Background: an optimization exercise with open tools, aiming at small area and few clock cycles. Do not read the settings as production practice. Only simulation tests tie the RTL to the original design; equivalence was not proved. No activity file was given, so power comes from the tool's default toggle rates.

job 101:
// ignition_power_supervisor
module ignition_power_supervisor #(
  parameter int IGNITION_GAP_RESET_MS = 1000,
  parameter int TIME_BITS             = 32
) (
  input  logic                             clk,
  input  logic                             rst,
  input  logic                             s_tvalid,
  output logic                             s_tready,
  input  logic [ips_pkg::IN_TDATA_W-1:0]   s_tdata,    
  input  logic [ips_pkg::IN_TUSER_W-1:0]   s_tuser,    
  output logic                             m_tvalid,
  input  logic                             m_tready,
  output logic [ips_pkg::OUT_TDATA_W-1:0]  m_tdata,    
  input  logic                             cfg_valid,
  output logic                             cfg_ready,
  input  ips_pkg::cfg_idx_t                cfg_index,
  input  ips_pkg::cfg_word_t               cfg_data
);
clock: 15.0 ns
lec_check: 0
abc_area: 1
cap_margin: 20
core_margin: 2
core_utilization: 65
slew_margin: 20
standard.sh (not shown) runs the stock make flow with config.mk's settings and CLKGATE_MAP_FILE= SYNTH_SCRIPT=/design/flow/synth_recipe.tcl, a recipe that flattens the netlist after the stock synthesis.
==> flow/flow/run.sh <==
#!/bin/bash
# The standard layout (standard.sh) with three changes:
#  - synthesis maps the logic with flow/abc_area.script (an area-recovering
#    ABC mapping) in place of ORFS's area script; everything else in the
#    synthesis, registers included, is synth_recipe.tcl unchanged;
#  - the port buffers use the smallest buffer cell (repair_design still
#    upsizes any that need it);
#  - clock tree synthesis clusters the flip-flops under clkbuf_8 leaf
#    buffers without dummy balancing loads.
# Each tool logs to orfs/logs as usual; make's output goes to flow_make.log.
set -euo pipefail
HERE=$(pwd)
cat > "$HERE/synth_wrap.tcl" <<EOT
proc abc {args} {
  set i [lsearch \$args -script]
  if { \$i >= 0 } { lset args [expr {\$i + 1}] $HERE/flow/abc_area.script }
  yosys abc {*}\$args
}
source $HERE/synth_recipe.tcl
EOT
sed "s#SYNTH_SCRIPT=[^ ]*#SYNTH_SCRIPT=$HERE/synth_wrap.tcl#" standard.sh > standard_wrap.sh
grep -q "SYNTH_SCRIPT=$HERE/synth_wrap.tcl" standard_wrap.sh
export BUFFER_PORTS_ARGS="-buffer_cell sky130_fd_sc_hd__buf_1"
export CTS_ARGS="-sink_clustering_enable -repair_clock_nets -dont_use_dummy_load -sink_clustering_size 16 -sink_clustering_max_diameter 60 -buf_list sky130_fd_sc_hd__clkbuf_8"
bash standard_wrap.sh > flow_make.log 2>&1
==> flow/flow/abc_area.script <==
&get -n
&st
&dch
&nf -R 1000
&put
topo
Testbench counts of job 101, summed over its fixed seeds: cycles 36,016.
Edits applied to the flow inputs when going from job 101 to job 102:
--- a/flow/design.v
+++ b/flow/design.v
@@ -104,31 +104,29 @@
   logic                 el_a, el_g, el_2;
   logic                 op2_unset;
   assign now_t = item.now_ms;
   assign nnow  = ~item.now_ms;
   assign now_zero = (now_t == '0);
   assign sel_l     = (mode == MODE_WAIT) && !on_pend;
   assign nop2      = sel_l ? nts_l : nts_b;
   assign op2_unset = sel_l ? l_zero : b_zero;
-  always_comb begin
-    case (mode)
-      MODE_WAIT:                nlim_a = ncfg[CFG_IGNITION_STABLE];
-      MODE_PULSE1, MODE_PULSE2: nlim_a = ncfg[CFG_SHUTDOWN_PULSE];
-      MODE_GAP1, MODE_GAP2:     nlim_a = ncfg[CFG_SHUTDOWN_GAP];
-      default:                  nlim_a = ncfg[CFG_SCREEN_ON_DELAY];
-    endcase
-  end
-  always_comb begin
-    case (mode)
-      MODE_WAIT: nlim_2 = sel_l ? ncfg[CFG_BUS_IDLE_SLEEP] : ~GAP_LIM;
-      MODE_RUN:  nlim_2 = ncfg[CFG_IGNITION_LOSS];
-      default:   nlim_2 = ncfg[CFG_POWERDOWN_WAIT];
-    endcase
-  end
+  logic m_wait, m_run, m_pulse, m_gap;
+  assign m_wait  = (mode == MODE_WAIT);
+  assign m_run   = (mode == MODE_RUN);
+  assign m_pulse = (mode == MODE_PULSE1) || (mode == MODE_PULSE2);
+  assign m_gap   = (mode == MODE_GAP1) || (mode == MODE_GAP2);
+  assign nlim_a = ({CFG_W{m_wait}}  & ncfg[CFG_IGNITION_STABLE])
+                | ({CFG_W{m_run}}   & ncfg[CFG_SCREEN_ON_DELAY])
+                | ({CFG_W{m_pulse}} & ncfg[CFG_SHUTDOWN_PULSE])
+                | ({CFG_W{m_gap}}   & ncfg[CFG_SHUTDOWN_GAP]);
+  assign nlim_2 = ({CFG_W{m_wait && on_pend}}  & ~GAP_LIM)
+                | ({CFG_W{m_wait && !on_pend}} & ncfg[CFG_BUS_IDLE_SLEEP])
+                | ({CFG_W{m_run}}              & ncfg[CFG_IGNITION_LOSS])
+                | ({CFG_W{!m_wait && !m_run}}  & ncfg[CFG_POWERDOWN_WAIT]);
   assign el_a = elapsed(now_t, nts_a, nlim_a);
   assign el_g = elapsed(now_t, nts_a, ncfg[CFG_CRANK_GRACE]);
   assign el_2 = elapsed(now_t, nop2, nlim_2);
   always_comb begin
     logic grace;
     logic gap;
     logic loss;
     mode_next     = mode;
### Flow results
Summary of job 102 over job 101: required time at the worst-slack endpoint went down, final area saw a decrease, overall via count from detail_route lower, area enclosed by the die boundary fell 140 um^2, clock transition time at the flip-flop clock pins of the worst setup and hold paths did not really move. Looking only at total power after layout, and setting everything else aside, the higher value of job 102 and job 101 goes to job 102. Delta (job 102 minus job 101): time the final worst path needs with I/O delays and setup now sits higher; total global routing track utilization now sits at about the same level.
Testbench counts of job 102, summed over its fixed seeds: cycles 36,016.

static timing again, ports no longer ideal:
The results above use ideal ports. As a check the final layouts listed here were re-extracted and re-timed, cells and wires unchanged.
Step 1 assumes that a clkbuf_16 drives the clock port and a buf_2 every other input.
Step 2 adds t to the input delays and takes it off the output delays; t is the mean of the earliest and latest rising clock arrival at the registers after step 1. Input paths then give back, and output paths get back, about the clock's delay inside the block.
Slacks: ideal ports / drivers / drivers and shift; pairs: ideal ports / drivers.
run | shift t [ns] | setup slack, ns | worst hold slack (ns) | latest minus earliest clock arrival (ns) | worst data-port slew with drivers (ns)
job 101 | 0.578 | 0.428 / 0.448 / -0.130 | 0.455 / 0.455 / 0.455 | 0.048 / 0.048 | 0.04
job 102 | 0.572 | 0.355 / 0.371 / -0.201 | 0.459 / 0.459 / 0.459 | 0.038 / 0.038 | 0.07
Met with ideal ports but missed after step 2: setup timing in job 101 and job 102. The setup slack of job 101, which loses most, moves by +0.020 ns with the drivers and by -0.558 ns with both steps.
